From an optimization exercise on the open Yosys and OpenROAD flow, aimed at small area, a short achievable clock period and few clock cycles; shortcuts taken in it are not production practice. In this exercise RTL edits were held to simulation tests only and were not proved equivalent to the original. No activity file was given, so power comes from the tool's default toggle rates.

Design mips_core, start of the top module:
module mips_core #(
    parameter [31:0] RESET_PC = 32'h0000_0000
) (
    input  wire         clock,
    input  wire         reset,
    output logic [31:0] pc,
    input  wire  [31:0] inst,
    output logic        mem_read,
    output logic        mem_write,
    output logic [31:0] addr,
    output logic [31:0] din,
    input  wire  [31:0] dout
);
    logic [31:2] pc_q;
    logic [5:0]  opcode;
    logic [5:0]  funct;
    logic [4:0]  rs;
    logic [4:0]  rt;
    logic [4:0]  rd;
    logic [31:0] imm_ext;
    assign opcode  = inst[31:26];
    assign rs      = inst[25:21];
    assign rt      = inst[20:16];
    assign rd      = inst[15:11];
    assign funct   = inst[5:0];
    assign imm_ext = {{16{inst[15]}}, inst[15:0]};
    logic is_rtype, is_add, is_sub, is_and, is_or, is_slt;
    logic is_addi, is_lw, is_sw, is_beq;
    logic d_reg_write;
    logic [4:0] d_dest;
    logic d_use_imm;
    logic d_sub;
    assign is_rtype = (opcode == 6'h00);
    assign is_add   = is_rtype && (funct == 6'h20);
    assign is_sub   = is_rtype && (funct == 6'h22);
    assign is_and   = is_rtype && (funct == 6'h24);
    assign is_or    = is_rtype && (funct == 6'h25);
    assign is_slt   = is_rtype && (funct == 6'h2a);
    assign is_addi  = (opcode == 6'h08);
    assign is_lw    = (opcode == 6'h23);
    assign is_sw    = (opcode == 6'h2b);
    assign is_beq   = (opcode == 6'h04);
    assign d_dest      = is_rtype ? rd : rt;
    assign d_reg_write = (is_add || is_sub || is_and || is_or || is_slt || is_addi || is_lw)
                      && (d_dest != 5'd0);
    assign d_use_imm   = is_addi || is_lw || is_sw;
    assign d_sub       = is_sub || is_slt;
    logic        x_valid;       
    logic        x_reg_write;
    logic        x_lw;
  ...
Size: ~3900 cells after synthesis, about 1300 flip-flops, roughly 0.062 mm^2 of cells after synthesis.
==> flow/config.mk <==
export PLATFORM = sky130hd
export DESIGN_NAME = mips_core
export DESIGN_NICKNAME = mips_core
export VERILOG_FILES = /design/flow/design.v
export SDC_FILE = /design/flow/constraint.sdc
export NUM_CORES = 4
export LEC_CHECK = 0
export ABC_CLOCK_PERIOD_IN_PS = 3000
export CAP_MARGIN = 20
export CORE_MARGIN = 2
export CORE_UTILIZATION = 35
export PLACE_DENSITY = 0.5
export SETUP_SLACK_MARGIN = 4.3
export SLEW_MARGIN = 20
==> flow/constraint.sdc <==
create_clock -name core_clock -period 7.5 [get_ports {clock}]
set_input_delay 1.5000 -clock core_clock [delete_from_list [all_inputs] [get_ports {clock}]]
set_output_delay 1.5000 -clock core_clock [all_outputs]
set_load 0.01 [all_outputs]
standard.sh (not shown) runs the stock make flow with config.mk's settings and CLKGATE_MAP_FILE= SYNTH_SCRIPT=/design/flow/synth_recipe.tcl, a recipe that flattens the netlist after the stock synthesis.
==> flow/flow/run.sh <==
#!/bin/bash
# Own layout flow: the standard ORFS flow (standard.sh), all steps and the
# standard synthesis, with two changes passed as make variables:
#  - the port buffers start as buf_1 instead of the delay cell buffer_ports
#    picks (repair resizes them where timing needs it);
#  - CTS uses clkbuf_8 only and inserts no dummy loads.
# The make output goes to flow_make.log; each ORFS step logs under orfs/logs/.
set -euo pipefail
bash standard.sh \
  "BUFFER_PORTS_ARGS=-buffer_cell sky130_fd_sc_hd__buf_1" \
  "CTS_ARGS=-sink_clustering_enable -repair_clock_nets -dont_use_dummy_load -buf_list sky130_fd_sc_hd__clkbuf_8" \
  finish > flow_make.log 2>&1
Testbench counts at the start, summed over its fixed seeds: cycles 176,560.
Then changed:
CORE_UTILIZATION = 40   (was 35)
PLACE_DENSITY = 0.55   (was 0.5)
SETUP_SLACK_MARGIN = 4   (was 4.3)
Result: Total power came out lower by 4.4%. Final cell count came out lower by 6.2%. Sequential cell count is unchanged. Fmax came out lower by 0.70%. Setup slack degrades by 0.025 ns. Register-to-register slack degrades by 0.02 ns.
Then changed:
CORE_UTILIZATION = 35   (was 40)
PLACE_DENSITY = 0.5   (was 0.55)
The changed run went through all stages and came out clean.
Fmax barely changes.
Total power grows by 0.62%.
Routed wire length went down by 0.38%.
Setup slack barely changes.
Cell area hardly moves.
Global-route usage went down by 3.3 points.
Die area climbs by 14%.
Worst hold slack improved by 0.014 ns.
Area after synthesis is unchanged.
Sequential cell count stays the same.
Then changed:
CORE_UTILIZATION = 30   (was 35)
PLACE_DENSITY = 0.45   (was 0.5)
Core utilization came out lower by 5.2 points.
Synthesized area does not change.
Combinational power came out higher by a few percent.

-- what the ideal ports hide --
The flow's constraints put no driver on any port. The routed layouts listed below were extracted and timed again, unchanged, in two steps. Step 1 sets driving cells, clkbuf_16 on the clock port and buf_2 on the other inputs (assumed; they add their load-dependent delay and slew). Step 2 also shifts input and output timing later by t, the mid clock arrival at the registers, as if the neighbouring blocks saw the same clock. Slacks: no drivers / after step 1 / after step 2; pairs: no drivers / after step 1.
run	t (ns)	slack for setup (ns)	worst setup path at the end	slew at the worst register clock pin (ns)
the first run	0.998	3.973 / 3.973 / 3.110	input to register	0.06 / 0.06
the second run	0.974	3.949 / 3.949 / 3.012	input to register	0.07 / 0.07
the third run	1.011	3.948 / 3.948 / 3.022	input to register	0.07 / 0.07
the fourth run	0.996	3.927 / 3.927 / 3.021	input to register	0.07 / 0.07
After both steps setup and hold are still met in every run listed. For the second run, which loses most, drivers alone change the setup slack by 0.000 ns; drivers and shift together by -0.937 ns.
